Source: an optimization exercise on an open RTL-to-GDS flow (aim: small area). Production flows keep margins and buffers that such runs may drop.
Function was checked by simulation only, so behaviour that the tests miss may differ from the original.
Power figures rest on the tool's default switching activity, not on a simulated workload.

File: flow/design.v
package adc_pkg;
  localparam int NCH      = 8;
  localparam int DW       = 16;
  localparam int LOG2_MAX = 7;
  localparam int ACCW     = 23;
  localparam int LOG2_RST = 3;
  function automatic logic [LOG2_MAX-1:0] last_cnt(
    input logic [2:0] log2
  );
    last_cnt = ~({LOG2_MAX{1'b1}} << log2);
  endfunction
endpackage
module adc_avg_lane (
  input  logic                 clk,
  input  logic                 rst,
  input  logic                 clr,
  input  logic [2:0]           log2,
  input  logic                 hit,
  input  logic signed [adc_pkg::DW-1:0] din,
  input  logic                 rd_hit,
  input  logic                 clr_ovr,
  output logic [adc_pkg::DW-1:0]        result,
  output logic                 new_flag,
  output logic                 ovr_flag
);
  localparam int DW       = adc_pkg::DW;
  localparam int ACCW     = adc_pkg::ACCW;
  localparam int LOG2_MAX = adc_pkg::LOG2_MAX;
  logic signed [ACCW-1:0] acc;
  logic signed [ACCW-1:0] sum;
  logic signed [ACCW-1:0] shf;
  logic [LOG2_MAX-1:0]    cnt;
  logic                   upd;
  assign sum = acc + {{(ACCW-DW){din[DW-1]}}, din};
  assign shf = sum >>> log2;
  assign upd = hit && (cnt == adc_pkg::last_cnt(log2));
  always_ff @(posedge clk) begin
    if (rst || clr) begin
      acc <= '0;
      cnt <= '0;
    end else if (upd) begin
      acc <= '0;
      cnt <= '0;
    end else if (hit) begin
      acc <= sum;
      cnt <= cnt + 1'b1;
    end
  end
  always_ff @(posedge clk) begin
    if (rst) begin
      result <= '0;
    end else if (upd) begin
      result <= shf[DW-1:0];
    end
  end
  always_ff @(posedge clk) begin
    if (rst) begin
      new_flag <= 1'b0;
      ovr_flag <= 1'b0;
    end else begin
      if (upd) begin
        new_flag <= 1'b1;
      end else if (rd_hit) begin
        new_flag <= 1'b0;
      end
      if (upd && new_flag && !rd_hit) begin
        ovr_flag <= 1'b1;
      end else if (clr_ovr) begin
        ovr_flag <= 1'b0;
      end
    end
  end
endmodule
module adc_avg (
  input  logic           clk,
  input  logic           rst,
  input  logic           s_valid,
  input  logic [2:0]     s_ch,
  input  logic [adc_pkg::DW-1:0]  s_data,
  input  logic           cfg_wr,
  input  logic [2:0]     cfg_log2,
  input  logic           rd_en,
  input  logic [2:0]     rd_addr,
  output logic [adc_pkg::DW-1:0]  rd_data,
  output logic [adc_pkg::NCH-1:0] new_flags,
  output logic [adc_pkg::NCH-1:0] ovr_flags,
  input  logic           clr_ovr
);
  localparam int NCH      = adc_pkg::NCH;
  localparam int DW       = adc_pkg::DW;
  localparam int LOG2_RST = adc_pkg::LOG2_RST;
  logic [2:0]    log2_q;
  logic [DW-1:0] res [NCH];
  always_ff @(posedge clk) begin
    if (rst) begin
      log2_q <= 3'(LOG2_RST);
    end else if (cfg_wr) begin
      log2_q <= cfg_log2;
    end
  end
  for (genvar i = 0; i < NCH; i++) begin : g_lane
    adc_avg_lane u_lane (
      .clk      (clk),
      .rst      (rst),
      .clr      (cfg_wr),
      .log2     (log2_q),
      .hit      (s_valid && !cfg_wr && (s_ch == 3'(i))),
      .din      (s_data),
      .rd_hit   (rd_en && (rd_addr == 3'(i))),
      .clr_ovr  (clr_ovr),
      .result   (res[i]),
      .new_flag (new_flags[i]),
      .ovr_flag (ovr_flags[i])
    );
  end
  always_ff @(posedge clk) begin
    if (rst) begin
      rd_data <= '0;
    end else if (rd_en) begin
      rd_data <= res[rd_addr];
    end
  end
endmodule
File: flow/run.sh
#!/bin/bash
# synth_recipe.tcl (not shown) runs the flow's synth.tcl, then flattens the netlist and writes it again
# the make line also repeats each setting of config.mk as NAME=value (left out here)
make -C /OpenROAD-flow-scripts/flow DESIGN_CONFIG=/design/flow/config.mk WORK_HOME=/design/flow/orfs CLKGATE_MAP_FILE= SYNTH_SCRIPT=/design/flow/synth_recipe.tcl finish
File: flow/config.mk
export PLATFORM = sky130hd
export DESIGN_NAME = adc_avg
export DESIGN_NICKNAME = adc_avg
export VERILOG_FILES = /design/flow/design.v
export SDC_FILE = /design/flow/constraint.sdc
export NUM_CORES = 4
export LEC_CHECK = 0
export CAP_MARGIN = 20
export CORE_MARGIN = 2
export CORE_UTILIZATION = 40
export SLEW_MARGIN = 20
File: flow/constraint.sdc
create_clock -name core_clock -period 6.0 [get_ports {clk}]
set_input_delay 1.2000 -clock core_clock [delete_from_list [all_inputs] [get_ports {clk}]]
set_output_delay 1.2000 -clock core_clock [all_outputs]
set_load 0.01 [all_outputs]
==> results of run 1 <==
==> metal layers <==
layer	up-vias	global-route usage, %	share of wire, %
met3	266	6.43	9.8
li1	15000	-	-
met5	-	0	0.059
met2	1315	42.0	41
met1	15000	40.8	44
met4	10	12.3	4.7
==> cells in the mapped netlist, drive strengths merged (20+ instances only) <==
library cell	count
buf	79
o221ai	21
inv	85
nor2b	30
a221oi	27
and2	26
mux2i	77
or2	20
nand2b	45
a21o	65
mux4	70
xnor2	115
or3	34
nand3	74
clkbuf	198
and3	39
o211ai	56
a22oi	25
nor2	457
ha	184
a311oi	27
nor3	118
nand4	37
a211o	25
o31ai	21
o21ai	189
o22ai	22
a21oi	410
o21a	42
xor2	77
nand2	501
a31oi	66
a211oi	145
dfxtp	403
==> registers in the layout, summed over array words and instances (netlist names) <==
signal and count:
log2_q 3, g_lane.u_lane.ovr_flag 8, g_lane.u_lane.new_flag 8, g_lane.u_lane.cnt 56, g_lane.u_lane.acc 184, rd_data 16, g_lane.u_lane.result 128
==> area by class of cell <==
cell class | instances | area (µm²)
Fill cell | 7779 | 42800
Multi-Input combinational cell | 3304 | 22000
Sequential cell | 403 | 8080
Clock buffer | 74 | 1540
Timing Repair Buffer | 162 | 1400
Tap cell | 1040 | 1300
Inverter | 87 | 342
Clock inverter | 18 | 216
Antenna cell | 2 | 5.00
==> how the worst max path moves through the flow <==
stage | end | depth (start not counted)
floorplan | g_lane[2].u_lane.result[10] | 11
global placement | g_lane[4].u_lane.result[10] | 12
CTS | g_lane[5].u_lane.result[14] | 12
detailed placement | g_lane[5].u_lane.result[14] | 12
finish | g_lane[4].u_lane.result[10] | 12
global route | g_lane[4].u_lane.result[10] | 12
==> tightest hold or removal path, cell delays in order, from the launching register on <==
cell and delay, ns:
dfxtp_1 0.31, nand2_1 0.05, a21oi_1 0.05
==> cell families after synthesis <==
logic type | synth area share [%]
AOI/OAI and AO/OA | 27.8
adders and majority gates | 7.81
xor gates and xnor gates | 5.43
buffers and inverters | 4.69
DFF | 25.6
muxes | 8.06
and+or+nand+nor | 20.6
==> per-stage QoR <==
stage          cell area (µm²)  hold slack [ns]  setup WS (ns)  instances  util [%]
2_1_floorplan            31500            0.425           1.93       4071         -
3_3_place_gp             33100            0.441          0.691       4995      42.6
3_5_place_dp             33100            0.451          0.634       4995      42.6
4_1_cts                  34900            0.459           1.28       5087      44.9
5_1_grt                  34900            0.479          0.930       5088      44.9
6_report                 34900            0.457           1.21       5090      44.9
==> power groups by stage <==
| stage | sequential [mW] | combinational [mW] | clock (mW) |
|---|---|---|---|
| final | 2.72 | 1.32 | 3.30 |
| after global routing | 2.72 | 1.40 | 3.44 |
| after CTS | 2.72 | 1.29 | 3.32 |
| after detailed placement | 2.78 | 1.28 | 0 |
| after global placement | 2.78 | 1.28 | 0 |
| after floorplan | 2.76 | 0.861 | 0 |
==> metrics.cfg, run 1 <==
[die]
rows=102
io_pins=63
fp.dieH_um=285
initial_core_util_pct=40.5
die_w_um=285
dieArea_um2=81000
core_um2=77700

[clock_tree]
clock_path_buffers=3
cts_hold_buf=0
clock-sinks=403
root_buffer=clkbuf_16
cts_tree=done
worstSkewPairLatency_ns=0.62
numCtsBuffers=49
h-tree-depth=2
clk_transition_reported_paths_ns=0.07
cts_resized=0
postCtsSetupBuffers=0

[cells_and_area]
drive_above_1_share_pct=8.72
nNetsFinal=4230
final_common_cell=nand2_1
syn_to_final_growth_pct=10.8
layout_common_cells=nand2_1 (501), nor2_1 (450), a21oi_1 (409)

[yosys]
synth_flop_cell=dfxtp_1
synthArstFlopShare_pct=0
synth_area_leaders=dfxtp_1 (26%), ha_1 (7.3%), a21oi_1 (6.5%)
avgSynthCellArea_um2=7.74
syn_nets=4294
synthCells=4071
synth_edf_count=0
synth_area_um2=31500
ys_seq_elements=403
synth-seq-area-share_pct=25.6
yosysWarnings=3
synth_top_area_cell=dfxtp_1
ys_types=103
synth_top_area_share_pct=25.6

[worst_setup_path]
crit_start=s_data[6]
reg2reg_depth=11
r2r-end=g_lane[7].u_lane.acc[1]
cpMostUsedCell=nor2_1
crit_required_ns=6.51
path_max_fanout=6
cpPeakStageDelay_ns=0.92
crit_buf_inv=2
reg2reg_from=log2_q[1]
critPathLaunchType=input port
worstSetupEndpointType=register
arrival_ns=5.30
critPathKind=input port to register
ff2ff_setup_slack_ns=2.04
worstPathCellList=clkdlybuf4s50_1 -> buf_4 -> ha_1 -> nand4_1 -> nor4_1 -> nor2_1 -> a211oi_1 -> o21a_1 -> nor2_1 -> a222oi_1 -> a21oi_1 -> or3_1
timing.critical_path.max_delay_family=compound AO/OA/AOI/OAI gates
crit_slowest_cell=clkdlybuf4s50_1

[sta]
hold_violations=0
worstMarginPinSlew_ns=1.19
relSlewSlack_pct=20.4
slew_viol_final=0
fin_worst_skew_ns=0.0177
setup_violations=0
post-route-period-util_pct=79.8
tns_ns=0
fmax_ghz=0.209
layout_min_cycle_time_ns=4.79
rsz0062_at_grt=no

[min_path]
whs_endpoint=g_lane[3].u_lane.acc[0]
min_from=g_lane[3].u_lane.acc[0]
hp-class=register to register
hold_path_depth=2

[global_routing]
track_usage_pct=28.9
grt_pass1_wl_mm=182
antenna_found_initial=8
grt_pass1_vias=28800
grt-ovfl-total=0
grt_max_degree=62

[power]
p_clk_share_pct=45.0
leakage_nw=12.9
p_total_mw=7.33
p_switching_mw=2.23
p_seq_share_pct=37.1
p_comb_share_pct=17.9
internal-power_mw=5.10
power_density_nw_per_um2=210
swShare_pct=30.5
vdd_drop_max_uv=229

[place]
globalplace.congestion=0.998
io_buffers=62
dpl.hpwl_mm=86.8

[routing]
ant_nets=0
routedWlPerCell_um=23.7
route.detailed.drc=0
wl_mm=121
via_per_inst=6.20
drt_pass1_iterations=6
vias=31600
drtIter0Drc=3438

[job]
max_cap_violations=0

[outcome]
outcome=complete, no violations

==> run 2: changes to the inputs <==
==> flow/design.v (replaced) <==
package adc_pkg;
  localparam int NCH      = 8;
  localparam int DW       = 16;
  localparam int LOG2_MAX = 7;
  localparam int ACCW     = 23;
  localparam int LOG2_RST = 3;
endpackage
module adc_avg_lane (
  input  logic clk,
  input  logic rst,
  input  logic upd,
  input  logic rd_hit,
  input  logic clr_ovr,
  output logic new_flag,
  output logic ovr_flag
);
  always_ff @(posedge clk) begin
    if (rst) begin
      new_flag <= 1'b0;
      ovr_flag <= 1'b0;
    end else begin
      if (upd) begin
        new_flag <= 1'b1;
      end else if (rd_hit) begin
        new_flag <= 1'b0;
      end
      if (upd && new_flag && !rd_hit) begin
        ovr_flag <= 1'b1;
      end else if (clr_ovr) begin
        ovr_flag <= 1'b0;
      end
    end
  end
endmodule
module adc_avg (
  input  logic           clk,
  input  logic           rst,
  input  logic           s_valid,
  input  logic [2:0]     s_ch,
  input  logic [adc_pkg::DW-1:0]  s_data,
  input  logic           cfg_wr,
  input  logic [2:0]     cfg_log2,
  input  logic           rd_en,
  input  logic [2:0]     rd_addr,
  output logic [adc_pkg::DW-1:0]  rd_data,
  output logic [adc_pkg::NCH-1:0] new_flags,
  output logic [adc_pkg::NCH-1:0] ovr_flags,
  input  logic           clr_ovr
);
  localparam int NCH      = adc_pkg::NCH;
  localparam int DW       = adc_pkg::DW;
  localparam int ACCW     = adc_pkg::ACCW;
  localparam int LOG2_MAX = adc_pkg::LOG2_MAX;
  localparam int LOG2_RST = adc_pkg::LOG2_RST;
  logic [2:0]          log2_q;
  logic [ACCW-1:0]     acc [NCH];
  logic [LOG2_MAX-1:0] cnt [NCH];
  logic [DW-1:0]       res [NCH];
  always_ff @(posedge clk) begin
    if (rst) begin
      log2_q <= 3'(LOG2_RST);
    end else if (cfg_wr) begin
      log2_q <= cfg_log2;
    end
  end
  logic                hit;
  logic [ACCW-1:0]     acc_sel;
  logic [LOG2_MAX-1:0] cnt_sel;
  logic signed [ACCW-1:0] sum;
  logic [LOG2_MAX-1:0] mask;
  logic                last;
  logic                flush;
  logic [ACCW-1:0]     acc_nxt;
  logic [LOG2_MAX-1:0] cnt_nxt;
  logic [ACCW-1:0]     shf;
  logic [DW-1:0]       res_nxt;
  assign hit     = s_valid && !cfg_wr;
  assign acc_sel = acc[s_ch];
  assign cnt_sel = cnt[s_ch];
  assign sum     = acc_sel + {{(ACCW-DW){s_data[DW-1]}}, s_data};
  assign mask    = ~({LOG2_MAX{1'b1}} << log2_q);
  assign last    = &(cnt_sel | ~mask);
  assign flush   = rst || cfg_wr || last;
  assign acc_nxt = flush ? '0 : sum;
  assign cnt_nxt = flush ? '0 : cnt_sel + 1'b1;
  assign shf     = sum >>> log2_q;
  assign res_nxt = rst ? '0 : shf[DW-1:0];
  for (genvar i = 0; i < NCH; i++) begin : g_ch
    logic sel, upd;
    assign sel = (s_ch == 3'(i));
    assign upd = hit && sel && last;
    always_ff @(posedge clk) begin
      if (rst || cfg_wr || (s_valid && sel)) begin
        acc[i] <= acc_nxt;
        cnt[i] <= cnt_nxt;
      end
    end
    always_ff @(posedge clk) begin
      if (rst || upd) begin
        res[i] <= res_nxt;
      end
    end
    adc_avg_lane u_lane (
      .clk      (clk),
      .rst      (rst),
      .upd      (upd),
      .rd_hit   (rd_en && (rd_addr == 3'(i))),
      .clr_ovr  (clr_ovr),
      .new_flag (new_flags[i]),
      .ovr_flag (ovr_flags[i])
    );
  end
  always_ff @(posedge clk) begin
    if (rst) begin
      rd_data <= '0;
    end else if (rd_en) begin
      rd_data <= res[rd_addr];
    end
  end
endmodule
==> metrics.cfg, run 2 <==
[clock_tree]
clock_path_buffers=3  ; unchanged
cts_hold_buf=0  ; unchanged
numCtsBuffers=43  ; was 49
cts_tree=done  ; unchanged
postCtsSetupBuffers=0  ; unchanged
clk_transition_reported_paths_ns=0.06  ; was 0.07 ns
clock-sinks=403  ; unchanged
root_buffer=clkbuf_16  ; unchanged
worstSkewPairLatency_ns=0.56  ; was 0.62 ns
h-tree-depth=2  ; unchanged
cts_resized=0  ; unchanged

[routing]
ant_nets=0  ; unchanged
drtIter0Drc=1164  ; was 3438
route.detailed.drc=0  ; unchanged
wl_mm=46.9  ; was 121 mm
drt_pass1_iterations=5  ; was 6
via_per_inst=5.70  ; was 6.20
vias=11200  ; was 31600
routedWlPerCell_um=23.8  ; was 23.7 µm

[sta]
fmax_ghz=0.191  ; was 0.209 GHz
layout_min_cycle_time_ns=5.24  ; was 4.79 ns
fin_worst_skew_ns=0.0263  ; was 0.0177 ns
worstMarginPinSlew_ns=1.04  ; was 1.19 ns
tns_ns=0  ; unchanged
post-route-period-util_pct=87.3  ; was 79.8%
hold_violations=0  ; unchanged
slew_viol_final=0  ; unchanged
setup_violations=0  ; unchanged
rsz0062_at_grt=no  ; unchanged
relSlewSlack_pct=30.5  ; was 20.4%

[yosys]
synth-seq-area-share_pct=66.3  ; was 25.6%
synth_top_area_share_pct=62.4  ; was 25.6%
synth_common_cells=edfxtp_1 (368), nand2_1 (111), nor2_1 (94)  ; was nand2_1 (501), nor2_1 (457), a21oi_1 (410)
synth_top_area_cell=edfxtp_1  ; was dfxtp_1
ys_seq_elements=403  ; unchanged
synth_flop_cell=edfxtp_1  ; was dfxtp_1
synth_area_um2=17700  ; was 31500 µm²
synth_edf_count=368  ; was 0
syn_nets=1313  ; was 4294
avgSynthCellArea_um2=14.1  ; was 7.74 µm²
synth_most_common_cell=edfxtp_1  ; was nand2_1
synthCells=1257  ; was 4071
synthArstFlopShare_pct=0  ; unchanged
ys_types=75  ; was 103
yosysWarnings=5  ; was 3
synth_area_leaders=edfxtp_1 (62%), mux4_2 (4.5%), dfxtp_1 (4.0%)  ; was dfxtp_1 (26%), ha_1 (7.3%), a21oi_1 (6.5%)

[outcome]
outcome=complete, no violations  ; unchanged

[job]
max_cap_violations=0  ; unchanged

[worst_setup_path]
ff2ff_setup_slack_ns=1.46  ; was 2.04 ns
arrival_ns=5.49  ; was 5.30 ns
crit_required_ns=6.25  ; was 6.51 ns
worstSetupEndpointType=register  ; unchanged
critPathLaunchType=input port  ; unchanged
critPathKind=input port to register  ; unchanged
path_max_fanout=34  ; was 6

[die]
dieArea_um2=46000  ; was 81000 µm²
die_w_um=214  ; was 285 µm
initial_core_util_pct=40.3  ; was 40.5%
rows=77  ; was 102
core_um2=43900  ; was 77700 µm²
fp.dieH_um=214  ; was 285 µm
io_pins=63  ; unchanged

[place]
dpl.hpwl_mm=30.8  ; was 86.8 mm
placed_cell_area_um2=19200  ; was 33100 µm²
io_buffers=62  ; unchanged
globalplace.congestion=0.837  ; was 0.998

[cells_and_area]
nFillCells=3905  ; was 7779
nNetsFinal=1399  ; was 4230
syn_to_final_growth_pct=16.5  ; was 10.8%
largest_reg_flops=184  ; unchanged
seq_area_um2=11800  ; was 8080 µm²
biggestRegsByFlops=acc (184), res (128), cnt (56)  ; was g_lane.u_lane.acc (184), g_lane.u_lane.result (128), g_lane.u_lane.cnt (56)
finalInstanceArea_um2=20600  ; was 34900 µm²
final_common_cell=edfxtp_1  ; was nand2_1
regMostFlops=acc  ; was g_lane.u_lane.acc
drive_above_1_share_pct=14.9  ; was 8.72%
diodes=0  ; was 2
layout_common_cells=edfxtp_1 (368), nand2_1 (111), nor2_1 (94)  ; was nand2_1 (501), nor2_1 (450), a21oi_1 (409)
multi_input_area_um2=5470  ; was 22000 µm²

[global_routing]
grt_util_met2_pct=32.9  ; was 42.0%
grt_max_degree=35  ; was 62
antenna_found_initial=0  ; was 8
grtUsageMet3_pct=3.50  ; was 6.43%
met1_usage_pct=27.8  ; was 40.8%
grt-busiest-layer=met2  ; unchanged
grt-ovfl-total=0  ; unchanged
grt_pass1_vias=11000  ; was 28800
track_usage_pct=20.2  ; was 28.9%
grt_pass1_wl_mm=70.2  ; was 182 mm

[power]
power_density_nw_per_um2=369  ; was 210 nW/µm²
vdd_drop_max_uv=249  ; was 229 µV
p_total_mw=7.62  ; was 7.33 mW
leakage_nw=7.62  ; was 12.9 nW

[min_path]
hp-class=register to register  ; unchanged

run 2: changes by cell type after synthesis, sizes merged, moves of 111 or more:
cell,previous run,this run
nand2,501,111
a21oi,410,41
dfxtp,403,35
edfxtp,0,368
nor2,457,94
ha,184,24
o21ai,189,39
clkbuf,198,52
a211oi,145,6
nor3,118,7
run 2: power breakdown:
part / switching, mW / internal [mW] / leakage (nW)
Sequential: 0.106 / 3.57 / 4.26
Combinational: 0.774 / 0.498 / 2.66
Clock: 1.09 / 1.57 / 0.704
Total: 1.97 / 5.64 / 7.62
run 2: routing by layer:
| metal | part of all wire, % | routed length (µm) | vias to the layer above |
|---|---|---|---|
| met3 | 6.1 | 2880 | 82 |
| met4 | 2.6 | 1210 | 0 |
| met2 | 48 | 22600 | 398 |
| met5 | 0 | 0 | - |
| met1 | 43 | 20300 | 5667 |
| li1 | - | - | 5088 |
run 2: logic make-up (layout without fill, tap and decap cells):
family / count (synthesis) / after routing / synth area share, %
AO/OA/AOI/OAI: 279 / 279 / 11.3
buffers and inverters: 112 / 233 / 2.79
AND/OR/NAND/NOR: 323 / 323 / 8.62
flip-flops: 403 / 403 / 66.3
XOR/XNOR: 23 / 23 / 1.14
multiplexers: 92 / 92 / 7.97
adder cells (fa/ha/maj): 25 / 25 / 1.81
run 2: final timing paths:
check	startpoint	cells after the start	end
max	s_ch[1]	13	res[1][15]
min reg2reg	g_ch[1].u_lane.ovr_flag	2	g_ch[1].u_lane.ovr_flag
min	g_ch[1].u_lane.ovr_flag	2	g_ch[1].u_lane.ovr_flag
max reg2reg	acc[3][10]	15	res[1][15]
run 2: worst max-delay path, stage by stage:
cell     delay, ns
buf_4         0.16
buf_12        0.27
mux4_2        0.53
mux2_2        0.31
ha_1          0.33
a21oi_1       0.23
nand2_1       0.11
o211a_1       0.31
a211o_1       0.33
or3b_1        0.40
and3_4        0.20
mux4_1        0.50
o22ai_1       0.57
run 2: cell type report:
cell class	instances	area share [%]
sequential	403	56.9
multi-input combinational	742	26.5
clock buffer	52	5.68
timing repair buffer	133	5.66
tap	592	3.59
clock inverter	28	1.27
inverter	20	0.364
run 2: through the flow:
step / hold WS [ns] / setup slack (ns) / util (%) / instances
after floorplan: 0.426 / 0.0592 / - / 1257
after global placement: 0.436 / 0.367 / 43.7 / 1890
after detailed placement: 0.442 / 0.295 / 43.7 / 1890
after CTS: 0.456 / 0.861 / 47.0 / 1970
after global routing: 0.485 / 0.522 / 47.0 / 1970
final: 0.452 / 0.759 / 47.0 / 1970

-- port drivers added, routing unchanged --
In the flow no input, the clock included, has a driving cell. The finished layouts below were timed again as built, in two steps. Step 1 (the two cells are an assumption about what drives the block):
set clk [get_ports {clk}]
set_driving_cell -lib_cell sky130_fd_sc_hd__clkbuf_16 $clk
set_driving_cell -lib_cell sky130_fd_sc_hd__buf_2 [delete_from_list [all_inputs] $clk]
Step 2 adds t to the input delays and takes it off the output delays; t is the mean of the earliest and latest rising clock arrival at the registers after step 1. Input paths then give back, and output paths get back, about the clock's delay inside the block. Three values: ideal, step 1, step 2; two values: the first two.
| run | shift t [ns] | setup WS [ns] | worst hold slack (ns) |
|---|---|---|---|
| run 1 | 0.683 | 1.211 / 1.254 / 0.571 | 0.457 / 0.457 / 0.457 |
| run 2 | 0.601 | 0.759 / 0.786 / 0.185 | 0.452 / 0.452 / 0.452 |
After both steps setup and hold are still met in every run listed. For run 1, which loses most, drivers alone change the setup slack by +0.043 ns; drivers and shift together by -0.640 ns.
